This design comes from an exercise in tuning for small area, a short achievable clock period and few clock cycles per item on the open sky130 flow, not from production work. At most, simulation tests tie the RTL to the original design; equivalence was not proved. Power and IR drop assume default switching activity.

run 1:
==> module snake_body_engine, before the edit <==
module snake_body_engine #(
   parameter int MAX_LEN  = 128,
   parameter int X_W      = 8,
   parameter int Y_W      = 7,
   parameter int GRID_W   = 160,
   parameter int GRID_H   = 120,
   parameter int INIT_LEN = 10,
   parameter int INIT_X   = 80,
   parameter int INIT_Y   = 60,
   localparam int LW      = $clog2(MAX_LEN + 1)
) (
   input  logic           clock,
   input  logic           resetn,
   input  logic           step,
   input  logic           dir_valid,
   input  logic [1:0]     dir_in,
   input  logic           grow_valid,
   input  logic [3:0]     grow_amt,
   input  logic [LW-1:0]  rd_idx,
   output logic [X_W-1:0] rd_x,
   output logic [Y_W-1:0] rd_y,
   output logic           rd_valid,
   output logic [X_W-1:0] head_x,
   output logic [Y_W-1:0] head_y,
   output logic [LW-1:0]  length,
   output logic           busy,
   output logic           step_done,
   output logic           endgame
);
   localparam int IW = $clog2(MAX_LEN);
   localparam logic [X_W-1:0] XM = X_W'(GRID_W - 1);
   localparam logic [Y_W-1:0] YM = Y_W'(GRID_H - 1);
   localparam int NC = (MAX_LEN - 1) / 2;   
   logic [X_W-1:0] seg_x [MAX_LEN];
   logic [Y_W-1:0] seg_y [MAX_LEN];
   logic [1:0] dir, dir_pend;
   logic [7:0] pending, sat;
   logic [8:0] sum;
   logic [X_W-1:0] nx, hx_n;       
   logic [Y_W-1:0] ny, hy_n;
   logic [1:0] dp_n;
   logic off, full, grows, hit, dead, acc, move, eq;
   logic [NC-1:0] cmp;
   assign head_x = seg_x[0];
   assign head_y = seg_y[0];
   assign busy = 1'b0;
   assign endgame = dead;
   always_comb begin
      sum = {1'b0, pending} + {5'b0, grow_valid ? grow_amt : 4'd0};
      sat = sum[8] ? 8'hff : sum[7:0];
      full = length == LW'(MAX_LEN);
      grows = !full && sat != 8'd0;
      cmp[0] = dir_pend == ~dir;
      for (int c = 1; c < NC; c++) begin
         eq = 1'b1;
         for (int b = 0; b < X_W; b++)
            if ((1 << b) < 2*c+3 && seg_x[2*c+1][b] != nx[b]) eq = 1'b0;
         for (int b = 1; b < Y_W; b++)
            if ((1 << b) < 2*c+3 && seg_y[2*c+1][b] != ny[b]) eq = 1'b0;
         cmp[c] = eq && (length > LW'(2*c+2) || (grows && length == LW'(2*c+2)));
      end
      hit = |cmp;
      acc = step && !dead;
      move = acc && !off;
      hx_n = move ? nx : seg_x[0];
      hy_n = move ? ny : seg_y[0];
      dp_n = !dead && dir_valid && dir_in != ~dir ? dir_in : dir_pend;
      rd_valid = rd_idx < length;
      rd_x = seg_x[rd_idx[IW-1:0]];
      rd_y = seg_y[rd_idx[IW-1:0]];
   end
   always_ff @(posedge clock) begin
      if (!resetn || move) begin
         seg_x[0] <= !resetn ? X_W'(INIT_X) : nx;
         seg_y[0] <= !resetn ? Y_W'(INIT_Y) : ny;
         for (int i = 1; i < MAX_LEN; i++) begin
            seg_x[i] <= !resetn && i < INIT_LEN ? X_W'(INIT_X - i) : seg_x[i-1];
            seg_y[i] <= !resetn && i < INIT_LEN ? Y_W'(INIT_Y) : seg_y[i-1];
         end
      end
   end
   always_ff @(posedge clock) begin
      if (!resetn) begin
         dir <= 2'b01;
         dir_pend <= 2'b01;
         nx <= X_W'(INIT_X + 1);
         ny <= Y_W'(INIT_Y);
         off <= 1'b0;
         length <= LW'(INIT_LEN);
         pending <= '0;
         step_done <= 1'b0;
         dead <= 1'b0;
      end else begin
         step_done <= move && !hit;
         if (!dead) begin
            nx <= dp_n == 2'b01 ? hx_n + X_W'(1) : dp_n == 2'b10 ? hx_n - X_W'(1) : hx_n;
            ny <= dp_n == 2'b11 ? hy_n + Y_W'(1) : dp_n == 2'b00 ? hy_n - Y_W'(1) : hy_n;
            off <= (dp_n == 2'b00 && hy_n == '0) || (dp_n == 2'b01 && hx_n == XM) ||
                   (dp_n == 2'b10 && hx_n == '0) || (dp_n == 2'b11 && hy_n == YM);
         end
         if (!dead) begin
            dir_pend <= dp_n;
            pending <= sat;
         end
         if (acc) begin
            dir <= dir_pend;
            if (off) dead <= 1'b1;
            else begin
               length <= length + (grows ? LW'(1) : '0);
               pending <= full ? '0 : grows ? sat - 8'd1 : sat;
               if (hit) dead <= 1'b1;
            end
         end
      end
   end
endmodule
clock: 10.0 ns
lec_check: 0
abc_area: 1
cap_margin: 40
core_margin: 2
core_utilization: 45
cts_cluster_diameter: 120
cts_cluster_size: 40
setup_slack_margin: 4
slew_margin: 40
standard.sh (not shown) runs the stock make flow with config.mk's settings and CLKGATE_MAP_FILE= SYNTH_SCRIPT=/design/flow/synth_recipe.tcl, a recipe that flattens the netlist after the stock synthesis.
==> flow/flow/run.sh <==
#!/bin/bash
cp standard.sh standard.sh.txt
export CTS_ARGS="-sink_clustering_enable -repair_clock_nets -dont_use_dummy_load"
bash standard.sh > standard.log 2>&1
Testbench counts of run 1, summed over its fixed seeds: cycles 3,212, steps 3,200.
Input changes introduced in run 2 (baseline for comparison: run 1):
-- flow/design.v --
<<< run 1, line 40
   logic [Y_W-1:0] ny, hy_n;
   logic [1:0] dp_n;
   logic off, full, grows, hit, dead, acc, move, eq;
   logic [NC-1:0] cmp;
   assign head_x = seg_x[0];
>>> run 2, line 40
   logic [Y_W-1:0] ny, hy_n;
   logic [1:0] dp_n;
   logic off, full, grows, hit, dead, acc, move;
   logic [NC-1:0] cmp;
   assign head_x = seg_x[0];
<<< run 1, line 52
      grows = !full && sat != 8'd0;
      cmp[0] = dir_pend == ~dir;
      for (int c = 1; c < NC; c++) begin
         eq = 1'b1;
         for (int b = 0; b < X_W; b++)
            if ((1 << b) < 2*c+3 && seg_x[2*c+1][b] != nx[b]) eq = 1'b0;
         for (int b = 1; b < Y_W; b++)
            if ((1 << b) < 2*c+3 && seg_y[2*c+1][b] != ny[b]) eq = 1'b0;
         cmp[c] = eq && (length > LW'(2*c+2) || (grows && length == LW'(2*c+2)));
      end
      hit = |cmp;
      acc = step && !dead;
>>> run 2, line 52
      grows = !full && sat != 8'd0;
      cmp[0] = dir_pend == ~dir;
      for (int c = 1; c < NC; c++)
         cmp[c] = &(~(seg_x[2*c+1] ^ nx) | ~X_W'((1 << $clog2(2*c+3)) - 1)) &&
                  &(~(seg_y[2*c+1] ^ ny) | ~Y_W'((1 << $clog2(2*c+3)) - 2)) &&
                  (length > LW'(2*c+2) || (grows && length == LW'(2*c+2)));
      hit = |cmp;
      acc = step && !dead;
==> summary.txt <==
Post-route core utilization in run 2 is 0.84 points higher than in run 1
Taking run 1 as 1.0, run 2 lands at 1.10 on routability congestion estimate.
Area after synthesis in run 2 vs run 1: down 6.9%
From run 1 to run 2 the numbers moved as follows: sequential power was more or less identical, critical path data arrival time lower, clock period minus final worst setup slack has decreased, fmax higher, design area fell 5.7%.
Cmp run 1 and run 2 / total core area / higher: run 1
No functional check of the RTL was part of run 2.

==> port drivers added, routing unchanged <==
No port has a modelled driver above. Below, the same layouts with a new extraction and two added sets of constraints.
Step 1 assumes that a clkbuf_16 drives the clock port and a buf_2 every other input.
Step 2 adds t to the input delays and takes it off the output delays; t is the mean of the earliest and latest rising clock arrival at the registers after step 1. Input paths then give back, and output paths get back, about the clock's delay inside the block.
Three values: ideal ports, drivers, drivers and shift; two values: the first two.
| run | shift t [ns] | setup slack, ns | slew at the worst register clock pin (ns) | pins driven straight from the clock port |
|---|---|---|---|---|
| run 1 | 0.925 | 2.536 / 2.466 / 2.466 | 0.06 / 0.06 | 1 |
| run 2 | 0.907 | 3.112 / 3.010 / 3.010 | 0.07 / 0.07 | 1 |
After both steps setup and hold are still met in every run listed. The setup slack of run 2, which loses most, moves by -0.102 ns with the drivers and by -0.102 ns with both steps.
